Source: an optimization exercise on an open RTL-to-GDS flow (aim: small area, a short achievable clock period and few clock cycles per item). Production flows keep margins and buffers that such runs may drop. Function was checked by simulation only, so behaviour that the tests miss may differ from the original.

== run 1 ==
==> module receive_reorder_window, before the edit <==
module receive_reorder_window (
	input  logic                  clk,
	input  logic                  arst_n,
	input  logic                  req_valid,
	output logic                  req_stall,
	input  logic [32:0]           req,
	output logic                  rsp_valid,
	input  logic                  rsp_stall,
	output logic [105:0]          rsp,
	input  logic                  cfg_valid,
	output logic                  cfg_ready,
	input  logic [6:0]            cfg_data
);
	localparam logic [2:0] ST_OK       = 3'd0;
	localparam logic [2:0] ST_OVERFLOW = 3'd1;
	localparam logic [2:0] ST_ALREADY  = 3'd2;
	localparam logic [2:0] ST_NO_DATA  = 3'd3;
	localparam logic [2:0] ST_MISMATCH = 3'd4;
	logic [15:0] pay_mem [64];
	logic [63:0] occ_q;       
	logic [63:0] hi_q;        
	logic [63:0] full_q;      
	logic [15:0] base_q;
	logic [6:0]  count_q;
	logic [6:0]  range_q;
	logic [63:0] keep_q;      
	logic [32:0] q_ent [2];
	logic        q_wp, q_rp;
	logic [1:0]  q_cnt;
	logic        stall_q;
	logic        v1;
	logic        mode1;
	logic        over1;       
	logic        neg1;        
	logic        g2_1;        
	logic [5:0]  p1;          
	logic        kocc1, khi1;
	logic [15:0] pay1;
	logic        wb_v;
	logic [5:0]  wb_idx;
	logic [15:0] wb_data;
	logic        rsp_valid_q;
	logic [2:0]  status_q;
	logic [15:0] payout_q;
	logic acc, exe, mv;
	logic [32:0] head;
	assign acc       = req_valid && !stall_q;
	assign exe       = v1 && (!rsp_valid_q || !rsp_stall);
	assign mv        = !v1 || exe;
	assign head      = q_ent[q_rp];
	assign req_stall = stall_q;
	assign cfg_ready = 1'b1;
	logic        addok, popok, pop_full;
	logic [2:0]  status_w;
	assign pop_full = full_q[0];
	assign popok    = mode1 && pop_full && occ_q[0] && !hi_q[0];
	always_comb begin
		addok = 1'b0;
		if (!mode1) begin
			if (over1) begin
				status_w = ST_OVERFLOW;
			end else if (neg1) begin
				status_w = ST_ALREADY;
			end else if (!g2_1) begin
				if (!kocc1) begin
					status_w = ST_OK;
					addok = 1'b1;
				end else if (!khi1) begin
					status_w = ST_ALREADY;
				end else begin
					status_w = ST_OVERFLOW;
				end
			end else begin
				if (kocc1 && !khi1) begin
					status_w = ST_OK;
					addok = 1'b1;
				end else begin
					status_w = ST_ALREADY;
				end
			end
		end else begin
			if (!pop_full)  status_w = ST_NO_DATA;
			else if (popok) status_w = ST_OK;
			else            status_w = ST_MISMATCH;
		end
	end
	logic [63:0] wr;
	assign wr = {63'b0, addok} << p1;
	logic [15:0] hs, d0, d1;
	logic        sel1, over0, over1n, neg0, neg1n;
	logic        kocc_n, khi_n;
	logic [5:0]  q;
	assign hs     = head[31:16];
	assign d0     = hs - base_q;
	assign d1     = hs + ~base_q;
	assign sel1   = v1 && popok;
	assign neg0   = d0[15];
	assign neg1n  = d1[15];
	assign over0  = !d0[15] && ((d0[14:7] != '0) || (d0[6:0] >= range_q));
	assign over1n = !d1[15] && ((d1[14:7] != '0) || (d1[6:0] >= range_q));
	assign q      = d0[5:0];
	always_comb begin
		if (sel1 && q == 6'd0) begin
			kocc_n = 1'b0;
			khi_n  = 1'b0;
		end else if (v1 && addok && q == p1) begin
			kocc_n = 1'b1;
			khi_n  = g2_1;
		end else begin
			kocc_n = occ_q[q];
			khi_n  = hi_q[q];
		end
	end
	logic [15:0] rdata, mdata;
	logic [63:0] rsel;
	always_comb begin
		rsel  = 64'd1 << base_q[5:0];
		mdata = '0;
		for (int i = 0; i < 64; i++) begin
			mdata = mdata | (pay_mem[i] & {16{rsel[i]}});
		end
	end
	assign rdata = (wb_v && wb_idx == base_q[5:0]) ? wb_data : mdata;
	logic [6:0]  range_n;
	logic [63:0] keep_n;
	assign range_n = cfg_valid ? cfg_data : range_q;
	always_comb begin
		for (int k = 0; k < 64; k++) begin
			keep_n[k] = (7'(k) < range_n);
		end
	end
	always_ff @(posedge clk or negedge arst_n) begin
		if (!arst_n) begin
			occ_q       <= '0;
			hi_q        <= '0;
			full_q      <= '0;
			base_q      <= '0;
			count_q     <= '0;
			range_q     <= 7'd64;
			keep_q      <= '1;
			q_wp        <= 1'b0;
			q_rp        <= 1'b0;
			q_cnt       <= '0;
			stall_q     <= 1'b0;
			v1          <= 1'b0;
			wb_v        <= 1'b0;
			rsp_valid_q <= 1'b0;
		end else begin
			range_q <= range_n;
			keep_q  <= keep_n;
			if (acc) begin
				q_wp <= !q_wp;
			end
			if (mv && q_cnt != 2'd0) begin
				q_rp <= !q_rp;
			end
			q_cnt   <= q_cnt + 2'(acc) - 2'(mv && q_cnt != 2'd0);
			stall_q <= (q_cnt + 2'(acc) - 2'(mv && q_cnt != 2'd0)) >= 2'd2;
			if (mv) begin
				v1 <= (q_cnt != 2'd0);
			end
			wb_v <= exe && addok;
			if (exe) begin
				if (popok) begin
					occ_q  <= {1'b0, occ_q[63:1]};
					hi_q   <= {1'b0, hi_q[63:1]};
					full_q <= {1'b0, full_q[63:1]};
					base_q <= base_q + 16'd1;
					if (count_q != 7'd0) count_q <= count_q - 7'd1;
				end else begin
					occ_q  <= occ_q | wr;
					hi_q   <= (hi_q & ~wr) | (wr & {64{g2_1}});
					full_q <= (full_q | wr) & ~{63'b0, mode1};
					if (addok && count_q != 7'd127) count_q <= count_q + 7'd1;
				end
			end
			if (exe) begin
				rsp_valid_q <= 1'b1;
			end else if (!rsp_stall) begin
				rsp_valid_q <= 1'b0;
			end
		end
	end
	always_ff @(posedge clk) begin
		if (acc) begin
			q_ent[q_wp] <= req;
		end
		if (mv) begin
			mode1 <= head[32];
			over1 <= sel1 ? over1n : over0;
			neg1  <= sel1 ? neg1n : neg0;
			g2_1  <= sel1 ? d1[6] : d0[6];
			p1    <= sel1 ? d1[5:0] : d0[5:0];
			kocc1 <= kocc_n;
			khi1  <= khi_n;
			pay1  <= head[15:0];
		end
		wb_idx  <= base_q[5:0] + p1;
		wb_data <= pay1;
		if (wb_v) begin
			pay_mem[wb_idx] <= wb_data;
		end
		if (exe) begin
			status_q <= status_w;
			payout_q <= (mode1 && popok) ? rdata : 16'd0;
		end
	end
	assign rsp_valid = rsp_valid_q;
	assign rsp       = {status_q, payout_q, occ_q & keep_q, base_q, count_q};
endmodule
Settings: LEC_CHECK=0, ABC_CLOCK_PERIOD_IN_PS=2500, CAP_MARGIN=20, CORE_MARGIN=2, CORE_UTILIZATION=40, SETUP_SLACK_MARGIN=5, SLEW_MARGIN=20; clock period 8.0 ns.
run.sh (not shown) runs the stock make flow with config.mk's settings and CLKGATE_MAP_FILE= SYNTH_SCRIPT=/design/flow/synth_recipe.tcl, a recipe that flattens the netlist after the stock synthesis.
Testbench counts of run 1, summed over its fixed seeds: cycles 13,693, items 12,000.
--- input diff run 1..run 2 ---
--- a/flow/design.v
+++ b/flow/design.v
@@ -24,12 +24,10 @@
 	logic [15:0] base_q;
 	logic [6:0]  count_q;
 	logic [6:0]  range_q;
 	logic [63:0] keep_q;      
-	logic [32:0] q_ent [2];
-	logic        q_wp, q_rp;
-	logic [1:0]  q_cnt;
-	logic        stall_q;
+	logic [32:0] sk;
+	logic        vs;
 	logic        v1;
 	logic        mode1;
 	logic        over1;       
 	logic        neg1;        
@@ -44,13 +42,13 @@
 	logic [2:0]  status_q;
 	logic [15:0] payout_q;
 	logic acc, exe, mv;
 	logic [32:0] head;
-	assign acc       = req_valid && !stall_q;
+	assign acc       = req_valid && !vs;
 	assign exe       = v1 && (!rsp_valid_q || !rsp_stall);
 	assign mv        = !v1 || exe;
-	assign head      = q_ent[q_rp];
-	assign req_stall = stall_q;
+	assign head      = vs ? sk : req;
+	assign req_stall = vs;
 	assign cfg_ready = 1'b1;
 	logic        addok, popok, pop_full;
 	logic [2:0]  status_w;
 	assign pop_full = full_q[0];
@@ -138,28 +136,20 @@
 			base_q      <= '0;
 			count_q     <= '0;
 			range_q     <= 7'd64;
 			keep_q      <= '1;
-			q_wp        <= 1'b0;
-			q_rp        <= 1'b0;
-			q_cnt       <= '0;
-			stall_q     <= 1'b0;
+			vs          <= 1'b0;
 			v1          <= 1'b0;
 			wb_v        <= 1'b0;
 			rsp_valid_q <= 1'b0;
 		end else begin
 			range_q <= range_n;
 			keep_q  <= keep_n;
-			if (acc) begin
-				q_wp <= !q_wp;
-			end
-			if (mv && q_cnt != 2'd0) begin
-				q_rp <= !q_rp;
-			end
-			q_cnt   <= q_cnt + 2'(acc) - 2'(mv && q_cnt != 2'd0);
-			stall_q <= (q_cnt + 2'(acc) - 2'(mv && q_cnt != 2'd0)) >= 2'd2;
 			if (mv) begin
-				v1 <= (q_cnt != 2'd0);
+				v1 <= vs || acc;
+				vs <= 1'b0;
+			end else if (acc) begin
+				vs <= 1'b1;
 			end
 			wb_v <= exe && addok;
 			if (exe) begin
 				if (popok) begin
@@ -182,10 +172,10 @@
 			end
 		end
 	end
 	always_ff @(posedge clk) begin
-		if (acc) begin
-			q_ent[q_wp] <= req;
+		if (acc && !mv) begin
+			sk <= req;
 		end
 		if (mv) begin
 			mode1 <= head[32];
 			over1 <= sel1 ? over1n : over0;
On slew of the pin with the lowest slew margin, the higher figure sits with run 2, not run 1.
Summary — synthesized-area fraction occupied by ao, oa, aoi and oai cells, run 2 relative to run 1: lower, by 0.69 points.
Relative to run 1, final weighted congestion in routability-driven placement has increased by 0.0065 in run 2.
NOTE: global-route usage over all layers in run 2 exceeds that of run 1
Run 1 → run 2: sequential cell count now smaller, final net count now larger.
Run 2 vs run 1, fraction of final layout cells with drive strength greater than 1 went up by 5.8 points.
Testbench counts of run 2, summed over its fixed seeds: cycles 13,683, items 12,000.

---

== job 101 ==
receive_reorder_window, a different RTL version from the one above (not shown whole).
For scale: roughly 4,000 cells after synthesis, ~150 I/O pins.
==> flow/design.v (excerpt) <==
module receive_reorder_window (
	input  logic                  clk,
	input  logic                  arst_n,
	input  logic                  req_valid,
	output logic                  req_stall,
	input  logic [32:0]           req,
	output logic                  rsp_valid,
	input  logic                  rsp_stall,
	output logic [105:0]          rsp,
	input  logic                  cfg_valid,
	output logic                  cfg_ready,
	input  logic [6:0]            cfg_data
);
	localparam logic [2:0] ST_OK       = 3'd0;
	localparam logic [2:0] ST_OVERFLOW = 3'd1;
	localparam logic [2:0] ST_ALREADY  = 3'd2;
	localparam logic [2:0] ST_NO_DATA  = 3'd3;
	localparam logic [2:0] ST_MISMATCH = 3'd4;
	logic [15:0] pay_mem [64];
	logic [63:0] occ_q;       
	logic [63:0] hi_q;        
	logic [63:0] full_q;      
	logic [15:0] base_q;
	logic [6:0]  count_q;
	logic [6:0]  range_q;
	logic [15:0] lim_q;       
	logic [63:0] keep_q;      
	logic [32:0] hd;
	logic        vh;
	logic [32:0] sk;
	logic        vs;
	logic        v1;
	logic        mode1;
	logic        over1;       
	logic        neg1;        
	logic        g2_1;        
	logic [5:0]  p1;          
	logic        kocc1, khi1;
	logic [15:0] pay1;
	logic        wb_v;
	logic [5:0]  wb_idx;
	logic [15:0] wb_data;
	logic        rsp_valid_q;
	logic [2:0]  status_q;
	logic [15:0] payout_q;
	logic acc, exe, mv, hld;
	assign acc       = req_valid && !vs;
	assign exe       = v1 && (!rsp_valid_q || !rsp_stall);
	assign mv        = !v1 || exe;
	assign hld       = vh && !mv;    
	assign req_stall = vs;
	assign cfg_ready = 1'b1;
	logic        addok, popok, pop_full;
	logic [2:0]  status_w;
	assign pop_full = full_q[0];
	assign popok    = mode1 && pop_full && occ_q[0] && !hi_q[0];
	always_comb begin
		addok = 1'b0;
		if (!mode1) begin
			if (over1) begin
				status_w = ST_OVERFLOW;
			end else if (neg1) begin
				status_w = ST_ALREADY;
			end else if (!g2_1) begin
				if (!kocc1) begin
					status_w = ST_OK;
					addok = 1'b1;
				end else if (!khi1) begin
					status_w = ST_ALREADY;
				end else begin
					status_w = ST_OVERFLOW;
				end
			end else begin
  ...
==> module receive_reorder_window, before the edit <==
module receive_reorder_window (
	input  logic                  clk,
	input  logic                  arst_n,
	input  logic                  req_valid,
	output logic                  req_stall,
	input  logic [32:0]           req,
	output logic                  rsp_valid,
	input  logic                  rsp_stall,
	output logic [105:0]          rsp,
	input  logic                  cfg_valid,
	output logic                  cfg_ready,
	input  logic [6:0]            cfg_data
);
	localparam logic [2:0] ST_OK       = 3'd0;
	localparam logic [2:0] ST_OVERFLOW = 3'd1;
	localparam logic [2:0] ST_ALREADY  = 3'd2;
	localparam logic [2:0] ST_NO_DATA  = 3'd3;
	localparam logic [2:0] ST_MISMATCH = 3'd4;
	logic [15:0] pay_mem [64];
	logic [63:0] occ_q;       
	logic [63:0] hi_q;        
	logic [63:0] full_q;      
	logic [15:0] base_q;
	logic [6:0]  count_q;
	logic [6:0]  range_q;
	logic [15:0] lim_q;       
	logic [63:0] keep_q;      
	logic [32:0] hd;
	logic        vh;
	logic [32:0] sk;
	logic        vs;
	logic        v1;
	logic        mode1;
	logic        over1;       
	logic        neg1;        
	logic        g2_1;        
	logic [5:0]  p1;          
	logic        kocc1, khi1;
	logic [15:0] pay1;
	logic        wb_v;
	logic [5:0]  wb_idx;
	logic [15:0] wb_data;
	logic        rsp_valid_q;
	logic [2:0]  status_q;
	logic [15:0] payout_q;
	logic acc, exe, mv, hld;
	assign acc       = req_valid && !vs;
	assign exe       = v1 && (!rsp_valid_q || !rsp_stall);
	assign mv        = !v1 || exe;
	assign hld       = vh && !mv;    
	assign req_stall = vs;
	assign cfg_ready = 1'b1;
	logic        addok, popok, pop_full;
	logic [2:0]  status_w;
	assign pop_full = full_q[0];
	assign popok    = mode1 && pop_full && occ_q[0] && !hi_q[0];
	always_comb begin
		addok = 1'b0;
		if (!mode1) begin
			if (over1) begin
				status_w = ST_OVERFLOW;
			end else if (neg1) begin
				status_w = ST_ALREADY;
			end else if (!g2_1) begin
				if (!kocc1) begin
					status_w = ST_OK;
					addok = 1'b1;
				end else if (!khi1) begin
					status_w = ST_ALREADY;
				end else begin
					status_w = ST_OVERFLOW;
				end
			end else begin
				if (kocc1 && !khi1) begin
					status_w = ST_OK;
					addok = 1'b1;
				end else begin
					status_w = ST_ALREADY;
				end
			end
		end else begin
			if (!pop_full)  status_w = ST_NO_DATA;
			else if (popok) status_w = ST_OK;
			else            status_w = ST_MISMATCH;
		end
	end
	logic [63:0] wr;
	assign wr = {63'b0, addok} << p1;
	logic [15:0] hs, d0, d1, e0, e1;
	logic        sel1, over0, over1n, neg0, neg1n;
	logic        kocc_n, khi_n;
	logic [5:0]  q;
	assign hs     = hd[31:16];
	assign d0     = hs - base_q;
	assign d1     = hs + ~base_q;
	assign e0     = hs - lim_q;
	assign e1     = hs + ~lim_q;
	assign sel1   = v1 && popok;
	assign neg0   = d0[15];
	assign neg1n  = d1[15];
	assign over0  = !d0[15] && !e0[15];
	assign over1n = !d1[15] && !e1[15];
	assign q      = d0[5:0];
	always_comb begin
		if (sel1 && q == 6'd0) begin
			kocc_n = 1'b0;
			khi_n  = 1'b0;
		end else if (v1 && addok && q == p1) begin
			kocc_n = 1'b1;
			khi_n  = g2_1;
		end else begin
			kocc_n = occ_q[q];
			khi_n  = hi_q[q];
		end
	end
	logic [15:0] rdata, mdata;
	logic [63:0] rsel;
	always_comb begin
		rsel  = 64'd1 << base_q[5:0];
		mdata = '0;
		for (int i = 0; i < 64; i++) begin
			mdata = mdata | (pay_mem[i] & {16{rsel[i]}});
		end
	end
	assign rdata = (wb_v && wb_idx == base_q[5:0]) ? wb_data : mdata;
	logic [6:0]  range_n;
	logic [63:0] keep_n;
	assign range_n = cfg_valid ? cfg_data : range_q;
	always_comb begin
		for (int k = 0; k < 64; k++) begin
			keep_n[k] = (7'(k) < range_n);
		end
	end
	always_ff @(posedge clk or negedge arst_n) begin
		if (!arst_n) begin
			occ_q       <= '0;
			hi_q        <= '0;
			full_q      <= '0;
			base_q      <= '0;
			count_q     <= '0;
			range_q     <= 7'd64;
			lim_q       <= 16'd64;
			keep_q      <= '1;
			vh          <= 1'b0;
			vs          <= 1'b0;
			v1          <= 1'b0;
			wb_v        <= 1'b0;
			rsp_valid_q <= 1'b0;
		end else begin
			range_q <= range_n;
			if (exe && popok) begin
				lim_q <= lim_q + 16'd1;
			end else if (cfg_valid) begin
				lim_q <= base_q + {9'd0, cfg_data};
			end
			keep_q  <= keep_n;
			if (mv) begin
				v1 <= vh;
			end
			if (!hld) begin
				vh <= vs || acc;
				vs <= 1'b0;
			end else if (acc) begin
				vs <= 1'b1;
			end
			wb_v <= exe && addok;
			if (exe) begin
				if (popok) begin
					occ_q  <= {1'b0, occ_q[63:1]};
					hi_q   <= {1'b0, hi_q[63:1]};
					full_q <= {1'b0, full_q[63:1]};
					base_q <= base_q + 16'd1;
					if (count_q != 7'd0) count_q <= count_q - 7'd1;
				end else begin
					occ_q  <= occ_q | wr;
					hi_q   <= (hi_q & ~wr) | (wr & {64{g2_1}});
					full_q <= (full_q | wr) & ~{63'b0, mode1};
					if (addok && count_q != 7'd127) count_q <= count_q + 7'd1;
				end
			end
			if (exe) begin
				rsp_valid_q <= 1'b1;
			end else if (!rsp_stall) begin
				rsp_valid_q <= 1'b0;
			end
		end
	end
	always_ff @(posedge clk) begin
		if (acc && hld) begin
			sk <= req;
		end
		if (!hld) begin
			hd <= vs ? sk : req;
		end
		if (mv) begin
			mode1 <= hd[32];
			over1 <= sel1 ? over1n : over0;
			neg1  <= sel1 ? neg1n : neg0;
			g2_1  <= sel1 ? d1[6] : d0[6];
			p1    <= sel1 ? d1[5:0] : d0[5:0];
			kocc1 <= kocc_n;
			khi1  <= khi_n;
			pay1  <= hd[15:0];
		end
		wb_idx  <= base_q[5:0] + p1;
		wb_data <= pay1;
		if (wb_v) begin
			pay_mem[wb_idx] <= wb_data;
		end
		if (exe) begin
			status_q <= status_w;
			payout_q <= (mode1 && popok) ? rdata : 16'd0;
		end
	end
	assign rsp_valid = rsp_valid_q;
	assign rsp       = {status_q, payout_q, occ_q & keep_q, base_q, count_q};
endmodule
Settings: LEC_CHECK=0, CAP_MARGIN=20, CORE_MARGIN=2, CORE_UTILIZATION=60, SETUP_SLACK_MARGIN=4.8, SLEW_MARGIN=20; clock period 8.0 ns.
Testbench counts of job 101, summed over its fixed seeds: cycles 13,693, items 12,000.
> inputs changed (job 101 -> job 102)
-- flow/design.v --
<<< job 101, line 126
	assign rdata = (wb_v && wb_idx == base_q[5:0]) ? wb_data : mdata;
	logic [6:0]  range_n;
	logic [63:0] keep_n;
	assign range_n = cfg_valid ? cfg_data : range_q;
	always_comb begin
		for (int k = 0; k < 64; k++) begin
>>> job 102, line 126
	assign rdata = (wb_v && wb_idx == base_q[5:0]) ? wb_data : mdata;
	logic [6:0]  range_n;
	logic [15:0] base_n;
	logic [63:0] keep_n;
	assign range_n = cfg_valid ? cfg_data : range_q;
	assign base_n  = (exe && popok) ? base_q + 16'd1 : base_q;
	always_comb begin
		for (int k = 0; k < 64; k++) begin
<<< job 101, line 150
		end else begin
			range_q <= range_n;
			if (exe && popok) begin
				lim_q <= lim_q + 16'd1;
			end else if (cfg_valid) begin
				lim_q <= base_q + {9'd0, cfg_data};
			end
			keep_q  <= keep_n;
			if (mv) begin
>>> job 102, line 152
		end else begin
			range_q <= range_n;
			lim_q   <= base_n + {9'd0, range_n};
			keep_q  <= keep_n;
			if (mv) begin
<<< job 101, line 171
					hi_q   <= {1'b0, hi_q[63:1]};
					full_q <= {1'b0, full_q[63:1]};
					base_q <= base_q + 16'd1;
					if (count_q != 7'd0) count_q <= count_q - 7'd1;
				end else begin
>>> job 102, line 169
					hi_q   <= {1'b0, hi_q[63:1]};
					full_q <= {1'b0, full_q[63:1]};
					base_q <= base_n;
					if (count_q != 7'd0) count_q <= count_q - 7'd1;
				end else begin
==> run notes <==
Job 102 against job 101: utilization increased by 1.6 points relative to the old numbers; number of design rule violations left after detail routing comparable; number of DRC markers after the initial detailed-route iteration moved down; detailed-route vias per instance increased 0.15; area after synthesis now sits lower.
Job 102 — critical path depth 1 higher, job 101 as reference
From job 101 to job 102 the numbers moved as follows: final instance area increased 1.0%, number of buffers other than clock buffers in the final layout grew by 5.8%.
Testbench counts of job 102, summed over its fixed seeds: cycles 13,693, items 12,000.

separate check: timing with driven ports:
Ports are ideal in the flow. The routed layouts listed here were re-timed in OpenROAD.
Step 1, drivers: a clkbuf_16 drives clk and a buf_2 each remaining input, both assumed.
Step 2 times the ports against the registers' clock, not the clock port: input delays grow and output delays shrink by t, the midpoint of the rising clock arrivals with the driver on.
a / b / c = ideal ports / drivers / drivers and shift; a / b = the first two.
run | t, ns | slack for setup (ns) | worst setup path at the end | latest minus earliest clock arrival (ns)
run 1 | 0.859 | 4.308 / 4.308 / 4.217 | input to register | 0.035 / 0.035
run 2 | 0.847 | 4.309 / 4.350 / 3.503 | input to register | 0.056 / 0.056
job 101 | 0.837 | 4.511 / 4.511 / 4.037 | input to register | 0.028 / 0.029
job 102 | 0.839 | 4.525 / 4.525 / 3.773 | input to register | 0.035 / 0.035
After both steps every run listed still meets setup and hold. The setup slack of run 2, which loses most, moves by +0.041 ns with the drivers and by -0.806 ns with both steps.
